What follows belongs to an exercise in optimizing a design on an open flow for small area, a short achievable clock period and few clock cycles per item; a production flow would make more cautious choices.
Function was checked by simulation only, so behaviour that the tests miss may differ from the original.

## fft_dit_top
module fft_dit_top (
   input  logic        clk,
   input  logic        rst_n,
   input  logic [15:0] in_x,
   input  logic        in_nd,
   output logic [15:0] out_x,
   output logic        out_nd,
   output logic        overflow
);
   logic [3:0]  wcnt;        
   logic [15:0] d8 [8];
   logic [15:0] d4 [4];
   logic [15:0] d4x;         
   logic [15:0] c1s, c1d;
   bf_w0 u_bf0 (.a(d8[7]), .b(in_x), .s(c1s), .d(c1d));
   always_ff @(posedge clk) begin
      if (in_nd) begin
         d8[0] <= wcnt[3] ? c1d : in_x;
         for (int n = 1; n < 8; n++) d8[n] <= d8[n-1];
         d4[0] <= c1s;
         for (int n = 1; n < 4; n++) d4[n] <= d4[n-1];
      end
   end
   logic [15:0] c1s_q, c1d_q;
   logic        v;
   logic [3:0]  cnt;
   always_ff @(posedge clk) begin
      c1s_q <= c1s;
      c1d_q <= c1d;
      d4x   <= d4[3];
      cnt   <= wcnt;
   end
   always_ff @(posedge clk or negedge rst_n) begin
      if (!rst_n) begin
         v    <= 1'b0;
         wcnt <= '0;
      end else begin
         v <= in_nd;
         if (in_nd) wcnt <= wcnt + 4'd1;
      end
   end
   logic [15:0] g_in [4];
   bf_w0 u_bf1a (.a(d4x), .b(c1s_q), .s(g_in[0]), .d(g_in[2]));
   bf_w4 u_bf1b (.a(d8[4]), .b(c1d_q), .s(g_in[1]), .d(g_in[3]));
   logic [9:0]  xp_in [2], xq_in [2];
   always_comb begin
      xp_in[0] = {{2{g_in[1][7]}},  g_in[1][7:0]}  + {{2{g_in[1][15]}}, g_in[1][15:8]};
  ...
For scale: about 3,400 cells after synthesis, about 770 flip-flops, ~37 I/O pins, roughly 42,000 sq um of cells after synthesis.
clock: 9.0 ns
lec_check: 0
abc_clock_period_in_ps: 3500
cap_margin: 20
core_margin: 2
core_utilization: 40
setup_slack_margin: 5
slew_margin: 20
tns_end_percent: 20
standard.sh (not shown) runs the stock make flow with config.mk's settings and CLKGATE_MAP_FILE= SYNTH_SCRIPT=/design/flow/synth_recipe.tcl, a recipe that flattens the netlist after the stock synthesis.
==> flow/flow/run.sh <==
#!/bin/bash
set -euo pipefail
bash standard.sh SETUP_SLACK_MARGIN=5.5 finish > standard_flow.log 2>&1
Testbench counts at the start, summed over its fixed seeds: cycles 7,040, frames 384.
==> next run, changes <==
--- a/flow/config.mk
+++ b/flow/config.mk
@@ -13,2 +13 @@
 export SLEW_MARGIN = 20
-export TNS_END_PERCENT = 20
Outcome: Non-clock buffer count rose by 22; core utilization increases by 0.47 points; design area is higher by 1.0%; die area is unchanged.

* * *

## v39
fft_dit_top, a different RTL version from the one above (not shown whole).
Size in the first run: ~3500 cells after synthesis, about 790 flip-flops, ~37 I/O pins, about 43000 um^2 of cells after synthesis.
Settings: LEC_CHECK=0, ABC_CLOCK_PERIOD_IN_PS=3500, CAP_MARGIN=20, CORE_MARGIN=2, CORE_UTILIZATION=40, CTS_CLUSTER_DIAMETER=50, CTS_CLUSTER_SIZE=30, SETUP_SLACK_MARGIN=5, SLEW_MARGIN=20; clock period 9.0 ns.
Scripts as last shown in full above: flow/flow/run.sh
v39 | stages: all done | timing, DRC, antenna: all pass
Testbench counts of v39, summed over its fixed seeds: cycles 7,040, frames 384.
> inputs changed (v39 -> v7)
Settings: CTS_CLUSTER_SIZE removed (was 30); CTS_CLUSTER_DIAMETER removed (was 50).
- v7 vs. v39: number of primary I/O pins ~0 delta, global routing usage summed across all routing layers has remained practically unchanged.
- Sort v39 and v7 by post-route clock skew, descending, and v39 comes first.
- From v39 to v7 the numbers moved as follows: share of synthesized area spent on multiplexers was more or less identical; routed wire length saw an increase; routed metal-1 wire length increased about 0.7%; number of filler instances in the final layout about even.
- The sequential cell area of v7 and that of v39 are within noise of each other.
- Cmp v39 and v7 / post-detailed-route wirelength per cell / lower: v39

* * *

RTL: one of the versions met above, not the one the previous note started from.
Size in the first run: roughly 3,400 cells after synthesis, about 770 flip-flops.
clock: 9.0 ns
lec_check: 0
abc_clock_period_in_ps: 3500
cap_margin: 20
core_margin: 2
core_utilization: 40
cts_buf_list: sky130_fd_sc_hd__clkbuf_4
cts_cluster_size: 12
setup_slack_margin: 5
slew_margin: 20
tns_end_percent: 20
==> flow/flow/run.sh <==
#!/bin/bash
set -euo pipefail
bash standard.sh SETUP_SLACK_MARGIN=5.4 finish > standard_flow.log 2>&1
The starting point completed with no timing, DRC or antenna violations.
Testbench counts at the start, summed over its fixed seeds: cycles 7,040, frames 384.
Rerun with:
==> flow/flow/run.sh (replaced) <==
#!/bin/bash
set -euo pipefail
bash standard.sh SETUP_SLACK_MARGIN=5.65 finish > standard_flow.log 2>&1
The new run ran to the end with no violations.
Routed wire length increases by 2.2%.
Global-route usage increases by 0.23 points.
Cell area increases by about 2.5%.
Via count increases by 1.4%.
Clock skew increases by 0.0032 ns.
Rerun with:
==> flow/flow/run.sh (replaced) <==
#!/bin/bash
set -euo pipefail
bash standard.sh SETUP_SLACK_MARGIN=5.5 finish > standard_flow.log 2>&1
- CTS_CLUSTER_SIZE: 12 -> 20
Effect: The changed run finished clean. Flip-flop and latch count stays the same. Area after synthesis stays the same. Cell count drops by 0.50%. Routed wire length barely changes.
Rerun with:
- CTS_CLUSTER_SIZE: 20 -> 12
What happened:
- The changed run finished clean
- fmax is unchanged
- synthesized area does not change
- utilization is unchanged
- first-iteration DRC count does not change
- synthesized cell count stays the same
- worst hold slack does not change
- wire length stays the same
- cell area stays the same

* * *

build 61:
Another version of the RTL of fft_dit_top (not shown whole).
Size: ~37 I/O pins, roughly 42000 sq um of cells after synthesis.
Design fft_dit_top, start of the top module:
module fft_dit_top (
   input  logic        clk,
   input  logic        rst_n,
   input  logic [15:0] in_x,
   input  logic        in_nd,
   output logic [15:0] out_x,
   output logic        out_nd,
   output logic        overflow
);
   logic [3:0]  wcnt;        
   logic [15:0] d8 [8];
   logic [15:0] d4 [4];
   logic [15:0] d4x;         
   logic [15:0] c1s, c1d;
   bf_w0 u_bf0 (.a(d8[7]), .b(in_x), .s(c1s), .d(c1d));
   always_ff @(posedge clk) begin
      if (in_nd) begin
         d8[0] <= wcnt[3] ? c1d : in_x;
         for (int n = 1; n < 8; n++) d8[n] <= d8[n-1];
         d4[0] <= c1s;
         for (int n = 1; n < 4; n++) d4[n] <= d4[n-1];
      end
   end
   logic [15:0] c1s_q, c1d_q;
   logic        v;
   logic [3:0]  cnt;
   always_ff @(posedge clk) begin
      c1s_q <= c1s;
      c1d_q <= c1d;
      d4x   <= d4[3];
      cnt   <= wcnt;
   end
   always_ff @(posedge clk or negedge rst_n) begin
      if (!rst_n) begin
         v    <= 1'b0;
         wcnt <= '0;
      end else begin
         v <= in_nd;
         if (in_nd) wcnt <= wcnt + 4'd1;
      end
   end
   logic [15:0] g_in [4];
   bf_w0 u_bf1a (.a(d4x), .b(c1s_q), .s(g_in[0]), .d(g_in[2]));
   bf_w4 u_bf1b (.a(d8[4]), .b(c1d_q), .s(g_in[1]), .d(g_in[3]));
   logic [9:0]  xp_in [2], xq_in [2];
   always_comb begin
  ...
export LEC_CHECK = 0
export ABC_CLOCK_PERIOD_IN_PS = 3500
export CAP_MARGIN = 20
export CORE_MARGIN = 2
export CORE_UTILIZATION = 40
export CTS_BUF_LIST = sky130_fd_sc_hd__clkbuf_4
export CTS_CLUSTER_SIZE = 12
export SETUP_SLACK_MARGIN = 5
export SLEW_MARGIN = 20
create_clock -name core_clock -period 9.0 [get_ports {clk}]
==> flow/flow/run.sh <==
#!/bin/bash
set -euo pipefail
bash standard.sh SETUP_SLACK_MARGIN=5.7 finish > standard_flow.log 2>&1
Build 61: done, clean on timing, DRC and antenna
Testbench counts of build 61, summed over its fixed seeds: cycles 6,848, frames 384.
### build 61 -> build 74
- ABC_CLOCK_PERIOD_IN_PS changed from 3500 to 2800
==> flow/flow/run.sh <==
#!/bin/bash
set -euo pipefail
bash standard.sh SETUP_SLACK_MARGIN=5.5 finish > standard_flow.log 2>&1
==> run notes <==
Build 74 completed every stage of the flow, and the final layout passed the timing, DRC and antenna checks. In build 74 relative to build 61, number of vias in the routed layout had gone down slightly. Compared with build 61, build 74 shows a setup slack on the worst flop-to-flop path that is 0.08 ns higher. Re worst clock skew: build 61 and build 74 aren't equal, and the higher value belongs to build 74. On build 74: final weighted congestion in routability-driven placement is 2.6% higher than what build 61 gave. | post-synthesis to final-layout area growth | lower: build 74 |.
For build 68, these inputs were changed with respect to build 74:
- ABC_CLOCK_PERIOD_IN_PS changed from 2800 to 3500
- TNS_END_PERCENT newly set to 20
==> comparison <==
Comparing the two runs side by side, build 68 comes out ahead of build 74 on hold slack. Summary of build 68 over build 74: final design utilization held, share of the final layout cell area in sequential cells held, quantity of gates resized following cts went down about 75%. Build 68 vs build 74 — routed wire length climbed slightly. Instance count on the critical path is higher on build 74. [compare] base=build 74 new=build 68: first-pass GRT wire length dropped about 0.9%.

* * *

fft_dit_top with an RTL version that a note above also has.
For scale: about 770 flip-flops, ~37 I/O pins.
Settings: LEC_CHECK=0, ABC_CLOCK_PERIOD_IN_PS=3500, CAP_MARGIN=20, CORE_MARGIN=2, CORE_UTILIZATION=60, PLACE_DENSITY=0.7, SETUP_SLACK_MARGIN=5, SLEW_MARGIN=20; clock period 9.0 ns.
==> flow/flow/run.sh <==
#!/bin/bash
set -euo pipefail
bash standard.sh SETUP_SLACK_MARGIN=5.5 finish > standard_flow.log 2>&1
Testbench counts at the start, summed over its fixed seeds: cycles 7,040, frames 384.
==> next run, changes <==
CORE_UTILIZATION = 70   (was 60)
PLACE_DENSITY = 0.8   (was 0.7)
Cell area is lower by about 1.3%.
Setup slack degrades by 0.037 ns.

==> afterwards: timing with drivers on the ports <==
How much do the figures lean on ideal ports? The routed layouts below were timed once more, with nothing changed but the port constraints.
Step 1 sets driving cells, clkbuf_16 on the clock port and buf_2 on the other inputs (assumed; they add their load-dependent delay and slew).
Step 2, shift: input delay + t, output delay - t, t = (earliest + latest rising clock arrival at the registers) / 2. This alone moves slack from input paths to output paths.
a / b / c = no drivers / after step 1 / after step 2; a / b = the first two.
| run | shift t [ns] | slack for setup (ns) | hold slack, ns | worst data-port slew with drivers (ns) |
|---|---|---|---|---|
| the first run of note 1 | 0.699 | 5.445 / 5.449 / 4.789 | 0.326 / 0.326 / 0.326 | 0.04 |
| the second run of note 1 | 0.705 | 5.454 / 5.454 / 4.944 | 0.334 / 0.334 / 0.334 | 0.04 |
| v39 | 0.723 | 5.528 / 5.528 / 4.929 | 0.333 / 0.333 / 0.333 | 0.04 |
| v7 | 0.714 | 5.507 / 5.507 / 4.913 | 0.337 / 0.337 / 0.337 | 0.04 |
| the first run of note 3 | 1.158 | 5.311 / 5.243 / 4.734 | 0.328 / 0.328 / 0.328 | 0.03 |
| the second run of note 3 | 1.079 | 5.429 / 5.429 / 4.777 | 0.314 / 0.314 / 0.314 | 0.05 |
| the third run of note 3 | 1.125 | 5.447 / 5.447 / 4.754 | 0.333 / 0.333 / 0.333 | 0.04 |
| the fourth run of note 3 | 1.125 | 5.447 / 5.447 / 4.754 | 0.333 / 0.333 / 0.333 | 0.04 |
| build 61 | 1.103 | 5.326 / 5.326 / 4.658 | 0.287 / 0.287 / 0.287 | 0.05 |
| build 74 | 1.174 | 5.406 / 5.406 / 4.619 | 0.268 / 0.268 / 0.268 | 0.04 |
| build 68 | 1.139 | 5.286 / 5.220 / 4.655 | 0.332 / 0.332 / 0.332 | 0.04 |
| the first run of note 5 | 0.692 | 5.333 / 5.333 / 4.902 | 0.331 / 0.331 / 0.331 | 0.07 |
| the second run of note 5 | 0.696 | 5.296 / 5.296 / 4.867 | 0.339 / 0.339 / 0.339 | 0.06 |
After both steps setup and hold are still met in every run listed. For build 74, which loses most, drivers alone change the setup slack by 0.000 ns; drivers and shift together by -0.787 ns.
